Background: an optimization exercise with open tools, aiming at small area. Do not read the settings as production practice. Only simulation tests tie the RTL to the original design; equivalence was not proved.

alpha:
## cordic_top
module cordic_top (
    input  logic               i_clk,
    input  logic               i_reset,
    input  logic               i_valid,
    input  logic signed [31:0] i_x,
    input  logic signed [31:0] i_y,
    input  logic signed [31:0] i_angle,
    output logic               o_valid,
    output logic signed [31:0] o_x,
    output logic signed [31:0] o_y
);
For scale: roughly 12000 cells after synthesis, roughly 1300 flip-flops, roughly 0.10 mm^2 of cells after synthesis.
Settings: LEC_CHECK=0, CAP_MARGIN=20, CORE_MARGIN=2, CORE_UTILIZATION=45, GPL_TIMING_DRIVEN=0, SLEW_MARGIN=20; clock period 6.0 ns.
run.sh (not shown) runs the stock make flow with config.mk's settings and CLKGATE_MAP_FILE= SYNTH_SCRIPT=/design/flow/synth_recipe.tcl, a recipe that flattens the netlist after the stock synthesis.
In alpha the implementation ran to completion but is not tape-out ready, as the final checks report negative setup slack.
Setup changes, alpha to epsilon
--- a/flow/design.v
+++ b/flow/design.v
@@ -681,37 +681,43 @@
     logic signed [30:0] g6x, gt6x, gs6x;
     assign gs6x = x_r21 >>> 11;
     assign gt6x = ~gs6x & {31{~ex_r21}};
     assign g6x = 31'(add_c(32'(x_r21), 32'(gt6x), ~cx_r21 & ~ex_r21));
     logic signed [30:0] g6y, gt6y, gs6y;
     assign gs6y = y_r21 >>> 11;
     assign gt6y = ~gs6y & {31{~ex_r21}};
     assign g6y = 31'(add_c(32'(y_r21), 32'(gt6y), ~cy_r21 & ~ex_r21));
+    logic pax, pbx;
+    assign pax = cx_r21 ^ flip_r21;
+    assign pbx = ex_r21 ? ~flip_r21 : ~(cx_r21 ^ flip_r21);
+    logic pay, pby;
+    assign pay = cy_r21 ^ q1_r21;
+    assign pby = ex_r21 ? ~q1_r21 : ~(cy_r21 ^ q1_r21);
     logic signed [30:0] x_r22;
     logic signed [30:0] y_r22;
     logic [0:0] cx_r22;
     logic [0:0] cy_r22;
+    logic [0:0] pax_r22;
+    logic [0:0] pbx_r22;
+    logic [0:0] pay_r22;
+    logic [0:0] pby_r22;
     logic [0:0] flip_r22;
     logic [0:0] ex_r22;
     logic [0:0] q1_r22;
     logic v_r22;
     logic signed [30:0] fax, fbx, fx, fsx;
-    logic fnx;
-    assign fnx = cx_r22 ^ flip_r22;
     assign fsx = x_r22 >>> 14;
-    assign fax = x_r22 ^ {31{fnx}};
-    assign fbx = ex_r22 ? {31{~flip_r22}} : (fsx ^ {31{~fnx}});
+    assign fax = x_r22 ^ {31{pax_r22}};
+    assign fbx = (fsx & {31{~ex_r22}}) ^ {31{pbx_r22}};
     assign fx = 31'(add_f(32'(fax), 32'(fbx), 1'b1));
     logic signed [30:0] fay, fby, fy, fsy;
-    logic fny;
-    assign fny = cy_r22 ^ q1_r22;
     assign fsy = y_r22 >>> 14;
-    assign fay = y_r22 ^ {31{fny}};
-    assign fby = ex_r22 ? {31{~q1_r22}} : (fsy ^ {31{~fny}});
+    assign fay = y_r22 ^ {31{pay_r22}};
+    assign fby = (fsy & {31{~ex_r22}}) ^ {31{pby_r22}};
     assign fy = 31'(add_f(32'(fay), 32'(fby), 1'b1));
     assign o_x = {fx[30], fx};
     assign o_y = {fy[30], fy};
     assign o_valid = v_r22;
     always_ff @(posedge i_clk) begin
         x_r1 <= xm2;
         y_r1 <= ym2;
         z_r1 <= z3;
@@ -860,16 +866,20 @@
         cy_r21 <= cy_r20;
         flip_r21 <= flip_r20;
         ex_r21 <= ex_r20;
         q1_r21 <= q1_r20;
         x_r22 <= g6x;
         y_r22 <= g6y;
         cx_r22 <= cx_r21;
         cy_r22 <= cy_r21;
+        pax_r22 <= pax;
+        pbx_r22 <= pbx;
+        pay_r22 <= pay;
+        pby_r22 <= pby;
         flip_r22 <= flip_r21;
         ex_r22 <= ex_r21;
         q1_r22 <= q1_r21;
     end
     always_ff @(posedge i_clk or negedge i_reset) begin
         if (!i_reset) begin
             v_r1 <= 1'b0;
             v_r3 <= 1'b0;
### Flow results
- The footprint of the flip-flops and latches of alpha and that of epsilon are within noise of each other.
- epsilon and alpha ended up with roughly the same fraction of the core area covered by cells at the end of the flow.
- Delta (epsilon minus alpha): area taken by multi-input logic gates decreased by 890 um^2 relative to the old numbers, least setup slack across all paths after layout rose by 0.15 ns, slew at the pin with the worst max-slew slack climbed 0.060 ns.
- Relative to alpha, the final cell area reported for epsilon is lower.
- Summary of epsilon over alpha: data arrival time at the worst-slack endpoint moved up.
- epsilon completed end to end with timing, DRC and antenna clean.
- Per the comparison of epsilon with alpha, number of cells after detailed placement lost 58; number of non-clock buffers in the layout increased 4.
- Slowest cell on the critical path = sky130_fd_sc_hd__a2111oi_4: epsilon; slowest cell on the critical path = sky130_fd_sc_hd__dfxtp_4: alpha

-- static timing again, ports no longer ideal --
The results above use ideal ports. As a check the final layouts listed here were re-extracted and re-timed, cells and wires unchanged. Step 1 assumes that a clkbuf_16 drives the clock port and a buf_2 every other input. Step 2 times the ports against the registers' clock, not the clock port: input delays grow and output delays shrink by t, the midpoint of the rising clock arrivals with the driver on. Slacks: no drivers / after step 1 / after step 2; pairs: no drivers / after step 1.
run | shift t [ns] | setup slack, ns | worst setup path at the end | worst register clock-pin slew, ns
alpha | 0.903 | -0.014 / -0.101 / -0.583 | input to register | 0.07 / 0.07
epsilon | 0.893 | 0.139 / 0.117 / -0.554 | input to register | 0.07 / 0.07
With both steps, setup timing fails in epsilon, where it was met with ideal ports. For epsilon, which loses most, drivers alone change the setup slack by -0.022 ns; drivers and shift together by -0.693 ns.
